What follows belongs to an exercise in optimizing a design on an open flow for small area and a short achievable clock period; a production flow would make more cautious choices.
The RTL was checked by simulation tests, not by an equivalence proof against the original design.

==> flow/design.v <==
module regfile_mp_bit (
    input  logic i_clk,
    input  logic i_s1,
    input  logic i_d1,
    input  logic i_s0,
    input  logic i_d0,
    input  logic i_h,
    output logic o_q
);
    always_ff @(posedge i_clk) begin
        o_q <= (i_s1 & i_d1) | (i_s0 & i_d0) | (i_h & o_q);
    end
endmodule
module regfile_mp_wsel (
    input  logic i_hit1_n,
    input  logic i_be1_n,
    input  logic i_hit0_n,
    input  logic i_be0_n,
    input  logic i_clr,
    output logic o_s1,
    output logic o_s0,
    output logic o_h
);
    assign o_s1 = !(i_hit1_n | i_be1_n);
    assign o_s0 = !(i_hit0_n | i_be0_n);
    assign o_h  = !(o_s1 | o_s0 | i_clr);
endmodule
module regfile_mp_decn (
    input  logic [4:0]  i_a,
    input  logic        i_en,
    output logic [31:1] o_y_n
);
    for (genvar r = 1; r < 32; r++) begin : g_r
        assign o_y_n[r] = !(i_en && (i_a == 5'(r)));
    end
endmodule
module regfile_mp_dec (
    input  logic [4:0]  i_a,
    output logic [31:1] o_y
);
    for (genvar r = 1; r < 32; r++) begin : g_r
        assign o_y[r] = (i_a == 5'(r));
    end
endmodule
module regfile_mp_ao4 (
    input  logic [3:0] i_a,
    input  logic [3:0] i_b,
    output logic       o_y
);
    assign o_y = |(i_a & i_b);
endmodule
module regfile_mp_nor2x4 (
    input  logic [7:0] i_a,
    output logic [3:0] o_yn
);
    for (genvar k = 0; k < 4; k++) begin : g_k
        assign o_yn[k] = !(i_a[2*k] | i_a[2*k+1]);
    end
endmodule
module regfile_mp_aoi2 (
    input  logic [1:0] i_a,
    input  logic [1:0] i_b,
    output logic       o_yn
);
    assign o_yn = !(|(i_a & i_b));
endmodule
module regfile_mp_rmux (
    input  logic [31:1] i_sel,
    input  logic [31:1] i_d,
    input  logic        i_s1,
    input  logic        i_d1,
    input  logic        i_s0,
    input  logic        i_d0,
    input  logic        i_h,
    output logic        o_y
);
    logic [7:0] g;
    logic [3:0] gn;
    logic       byp_n;
    regfile_mp_ao4 u_ao4_0 (.i_a({i_sel[3:1], i_sel[1]}), .i_b({i_d[3:1], i_d[1]}), .o_y(g[0]));
    for (genvar k = 1; k < 8; k++) begin : g_grp
        regfile_mp_ao4 u_ao4 (.i_a(i_sel[4*k +: 4]), .i_b(i_d[4*k +: 4]), .o_y(g[k]));
    end
    regfile_mp_nor2x4 u_nor (.i_a(g), .o_yn(gn));
    regfile_mp_aoi2 u_byp (
        .i_a  ({i_s1, i_s0}),
        .i_b  ({i_d1, i_d0}),
        .o_yn (byp_n)
    );
    assign o_y = !byp_n | (i_h & !(&gn));
endmodule
module regfile_mp_nor2 (
    input  logic [1:0] i_a,
    output logic       o_y
);
    assign o_y = !(|i_a);
endmodule
module regfile_mp_nor3 (
    input  logic [2:0] i_a,
    output logic       o_y
);
    assign o_y = !(|i_a);
endmodule
module regfile_mp_nand2 (
    input  logic [1:0] i_a,
    output logic       o_y
);
    assign o_y = !(&i_a);
endmodule
module regfile_mp_nz (
    input  logic [4:0] i_a,
    output logic       o_y
);
    logic lo_z, hi_z;
    regfile_mp_nor2  u_lo (.i_a(i_a[1:0]), .o_y(lo_z));
    regfile_mp_nor3  u_hi (.i_a(i_a[4:2]), .o_y(hi_z));
    regfile_mp_nand2 u_nz (.i_a({lo_z, hi_z}), .o_y(o_y));
endmodule
module regfile_mp_bpsel (
    input  logic [4:0] i_ra,
    input  logic [4:0] i_wa0,
    input  logic [4:0] i_wa1,
    input  logic       i_en0,
    input  logic       i_en1,
    input  logic [3:0] i_be0,
    input  logic [3:0] i_be1,
    output logic [3:0] o_s1,
    output logic [3:0] o_s0,
    output logic [3:0] o_h
);
    logic b0, b1, nz;
    regfile_mp_nz u_nz (.i_a(i_ra), .o_y(nz));
    assign b0 = i_en0 && nz && (i_wa0 == i_ra);
    assign b1 = i_en1 && nz && (i_wa1 == i_ra);
    for (genvar b = 0; b < 4; b++) begin : g_b
        assign o_s1[b] = b1 && i_be1[b];
        assign o_s0[b] = b0 && i_be0[b] && !(b1 && i_be1[b]);
        assign o_h[b]  = !(b1 && i_be1[b]) && !(b0 && i_be0[b]);
    end
endmodule
module regfile_mp #(
    parameter int DataWidth      = 32,
    parameter int NumRegs        = 32,
    parameter int IndexWidth     = $clog2(NumRegs),
    parameter int NumReadPorts   = 2,
    parameter int NumWritePorts  = 2,
    parameter bit ZeroReg        = 1'b1,
    parameter bit Bypass         = 1'b1,
    parameter bit RegisteredRead = 1'b0
) (
    input  logic                                    i_clk,
    input  logic                                    i_rst,
    input  logic [NumWritePorts-1:0]                i_writeEn,
    input  logic [NumWritePorts*IndexWidth-1:0]     i_writeAddr,
    input  logic [NumWritePorts*DataWidth-1:0]      i_writeData,
    input  logic [NumWritePorts*(DataWidth/8)-1:0]  i_writeByteEn,
    input  logic [NumReadPorts*IndexWidth-1:0]      i_readAddr,
    output logic [NumReadPorts*DataWidth-1:0]       o_readData,
    input  logic                                    i_clearReq,
    output logic                                    o_clearBusy,
    output logic                                    o_writeConflict,
    output logic [NumRegs*DataWidth-1:0]            o_debugRegs
);
    localparam int NB = 4;
    logic       r_clearBusy;
    logic [4:0] r_cnt;
    logic       r_writeConflict;
    logic [4:0]  wa0, wa1;
    logic [31:0] wd0, wd1;
    logic [3:0]  be0, be1, be0_eff;
    logic        wv0, wv1, same;
    assign wa0 = i_writeAddr[4:0];
    assign wa1 = i_writeAddr[9:5];
    assign wd0 = i_writeData[31:0];
    assign wd1 = i_writeData[63:32];
    assign be0 = i_writeByteEn[3:0];
    assign be1 = i_writeByteEn[7:4];
    assign wv0 = i_writeEn[0] && (wa0 != '0);
    assign wv1 = i_writeEn[1] && (wa1 != '0);
    assign same    = i_writeEn[1] && (wa0 == wa1);
    assign be0_eff = be0 & ~({NB{same}} & be1);
    logic        wen_ok;
    logic [31:1] hit0_n, hit1_n, cnt_n, clr;
    assign wen_ok = !r_clearBusy && !i_rst;
    regfile_mp_decn u_dec_w0 (.i_a(wa0),   .i_en(i_writeEn[0] && wen_ok), .o_y_n(hit0_n));
    regfile_mp_decn u_dec_w1 (.i_a(wa1),   .i_en(i_writeEn[1] && wen_ok), .o_y_n(hit1_n));
    regfile_mp_decn u_dec_c  (.i_a(r_cnt), .i_en(r_clearBusy),            .o_y_n(cnt_n));
    assign clr = ~cnt_n | {31{i_rst}};
    logic [31:0] q [32];
    assign q[0] = '0;
    for (genvar r = 1; r < 32; r++) begin : g_reg
        for (genvar b = 0; b < NB; b++) begin : g_byte
            logic s1, s0, h;
            regfile_mp_wsel u_sel (
                .i_hit1_n (hit1_n[r]),
                .i_be1_n  (!be1[b]),
                .i_hit0_n (hit0_n[r]),
                .i_be0_n  (!be0_eff[b]),
                .i_clr    (clr[r]),
                .o_s1     (s1),
                .o_s0     (s0),
                .o_h      (h)
            );
            for (genvar k = 0; k < 8; k++) begin : g_bit
                regfile_mp_bit u_bit (
                    .i_clk (i_clk),
                    .i_s1  (s1),
                    .i_d1  (wd1[b*8+k]),
                    .i_s0  (s0),
                    .i_d0  (wd0[b*8+k]),
                    .i_h   (h),
                    .o_q   (q[r][b*8+k])
                );
            end
        end
    end
    always_ff @(posedge i_clk) begin
        if (i_rst) begin
            r_clearBusy <= 1'b0;
        end else if (r_clearBusy) begin
            r_clearBusy <= (r_cnt != 5'd31);
        end else begin
            r_clearBusy <= i_clearReq;
        end
        r_cnt <= r_clearBusy ? r_cnt + 1'b1 : '0;
    end
    always_ff @(posedge i_clk) begin
        r_writeConflict <= !i_rst && wv0 && wv1 && (wa0 == wa1);
    end
    for (genvar i = 0; i < 2; i++) begin : g_rd
        logic [4:0]  ra;
        logic [31:1] sel;
        assign ra = i_readAddr[i*5 +: 5];
        regfile_mp_dec u_dec_r (.i_a(ra), .o_y(sel));
        logic [3:0] p1, p0, ph;
        regfile_mp_bpsel u_bpsel (
            .i_ra  (ra),
            .i_wa0 (wa0),
            .i_wa1 (wa1),
            .i_en0 (i_writeEn[0] && !r_clearBusy),
            .i_en1 (i_writeEn[1] && !r_clearBusy),
            .i_be0 (be0),
            .i_be1 (be1),
            .o_s1  (p1),
            .o_s0  (p0),
            .o_h   (ph)
        );
        for (genvar b = 0; b < NB; b++) begin : g_byte
            for (genvar k = b*8; k < b*8 + 8; k++) begin : g_bit
                logic [31:1] col;
                for (genvar r = 1; r < 32; r++) begin : g_col
                    assign col[r] = q[r][k];
                end
                regfile_mp_rmux u_mux (
                    .i_sel (sel),
                    .i_d   (col),
                    .i_s1  (p1[b]),
                    .i_d1  (wd1[k]),
                    .i_s0  (p0[b]),
                    .i_d0  (wd0[k]),
                    .i_h   (ph[b]),
                    .o_y   (o_readData[i*32 + k])
                );
            end
        end
    end
    for (genvar r = 0; r < 32; r++) begin : g_dbg
        assign o_debugRegs[r*32 +: 32] = q[r];
    end
    assign o_clearBusy     = r_clearBusy;
    assign o_writeConflict = r_writeConflict;
endmodule
Settings: LEC_CHECK=0, CAP_MARGIN=20, CORE_AREA=2 2 404 404, CTS_BUF_LIST=sky130_fd_sc_hd__clkbuf_8, CTS_CLUSTER_DIAMETER=50, CTS_CLUSTER_SIZE=20, DIE_AREA=0 0 406 406, PLACE_DENSITY=0.45, SETUP_SLACK_MARGIN=4, SLEW_MARGIN=20, SYNTH_HIERARCHICAL=1, TNS_END_PERCENT=5; clock period 10.0 ns.
run.sh (not shown) runs the stock make flow with config.mk's settings and CLKGATE_MAP_FILE= SYNTH_SCRIPT=/design/flow/synth_recipe.tcl, a recipe that flattens the netlist after the stock synthesis.
Change:
==> flow/flow/run.sh (new file) <==
#!/bin/bash
# The standard layout (the standard.sh: ORFS synthesis to final layout)
# with two changes to how the layout is built:
#  - the port buffers that global placement inserts use the smallest plain
#    buffer instead of ORFS's default delay buffer (timing repair still
#    resizes the ones on critical paths);
#  - clock tree synthesis uses clkbuf_8 cells with moderate sink clusters and
#    inserts no dummy loads.
# All tool output goes to standard_flow.log here; ORFS keeps each step's own
# log under orfs/logs/.
set -euo pipefail
bash standard.sh \
  "BUFFER_PORTS_ARGS=-buffer_cell sky130_fd_sc_hd__buf_1" \
  "CTS_ARGS=-sink_clustering_enable -repair_clock_nets -dont_use_dummy_load -buf_list sky130_fd_sc_hd__clkbuf_8 -sink_clustering_size 20 -sink_clustering_max_diameter 50" \
  finish > standard_flow.log 2>&1
==> flow/standard.sh (new file) <==
#!/bin/bash
# synth_recipe.tcl (not shown) runs the flow's synth.tcl, then flattens the netlist and writes it again
# the make line also repeats each setting of config.mk as NAME=value (left out here)
make -C /OpenROAD-flow-scripts/flow DESIGN_CONFIG=/design/flow/config.mk WORK_HOME=/design/flow/orfs CLKGATE_MAP_FILE= SYNTH_SCRIPT=/design/flow/synth_recipe.tcl "${@:-finish}"
Settings changed: CTS_BUF_LIST sky130_fd_sc_hd__clkbuf_8 to unset, CTS_CLUSTER_DIAMETER 50 to unset, CTS_CLUSTER_SIZE 20 to unset.
removed: flow/run.sh
=> Final cell count is lower by 1.8%. Flip-flop and latch count stays the same. Design area went down by 12%. Via count shrinks by 1.7%. Global-route usage goes down by 0.40 points. Synthesized cell count does not change. Area after synthesis does not change. Critical path depth fell by 2. Routed wire length fell by 0.92%. Clock skew is higher by 0.024 ns.

-- static timing again, ports no longer ideal --
Ports are ideal in the flow. The routed layouts listed here were re-timed in OpenROAD. Step 1, drivers: a clkbuf_16 drives i_clk and a buf_2 each remaining input, both assumed. Step 2 moves the port delays by t, midway between the first and last clock arrival at a register: inputs arrive t later, outputs are due t later. That takes back most of the time a late clock gives input paths. Slacks: ideal / step 1 / step 2; pairs: ideal / step 1.
run	t (ns)	slack for setup (ns)	latest minus earliest clock arrival (ns)	slew at the worst register clock pin (ns)
the first run	0.995	3.623 / 3.459 / 2.939	0.049 / 0.048	0.10 / 0.10
the second run	0.979	3.888 / 3.733 / 3.620	0.087 / 0.087	0.10 / 0.10
After both steps every run listed still meets setup and hold. For the first run, which loses most, drivers alone change the setup slack by -0.164 ns; drivers and shift together by -0.684 ns.
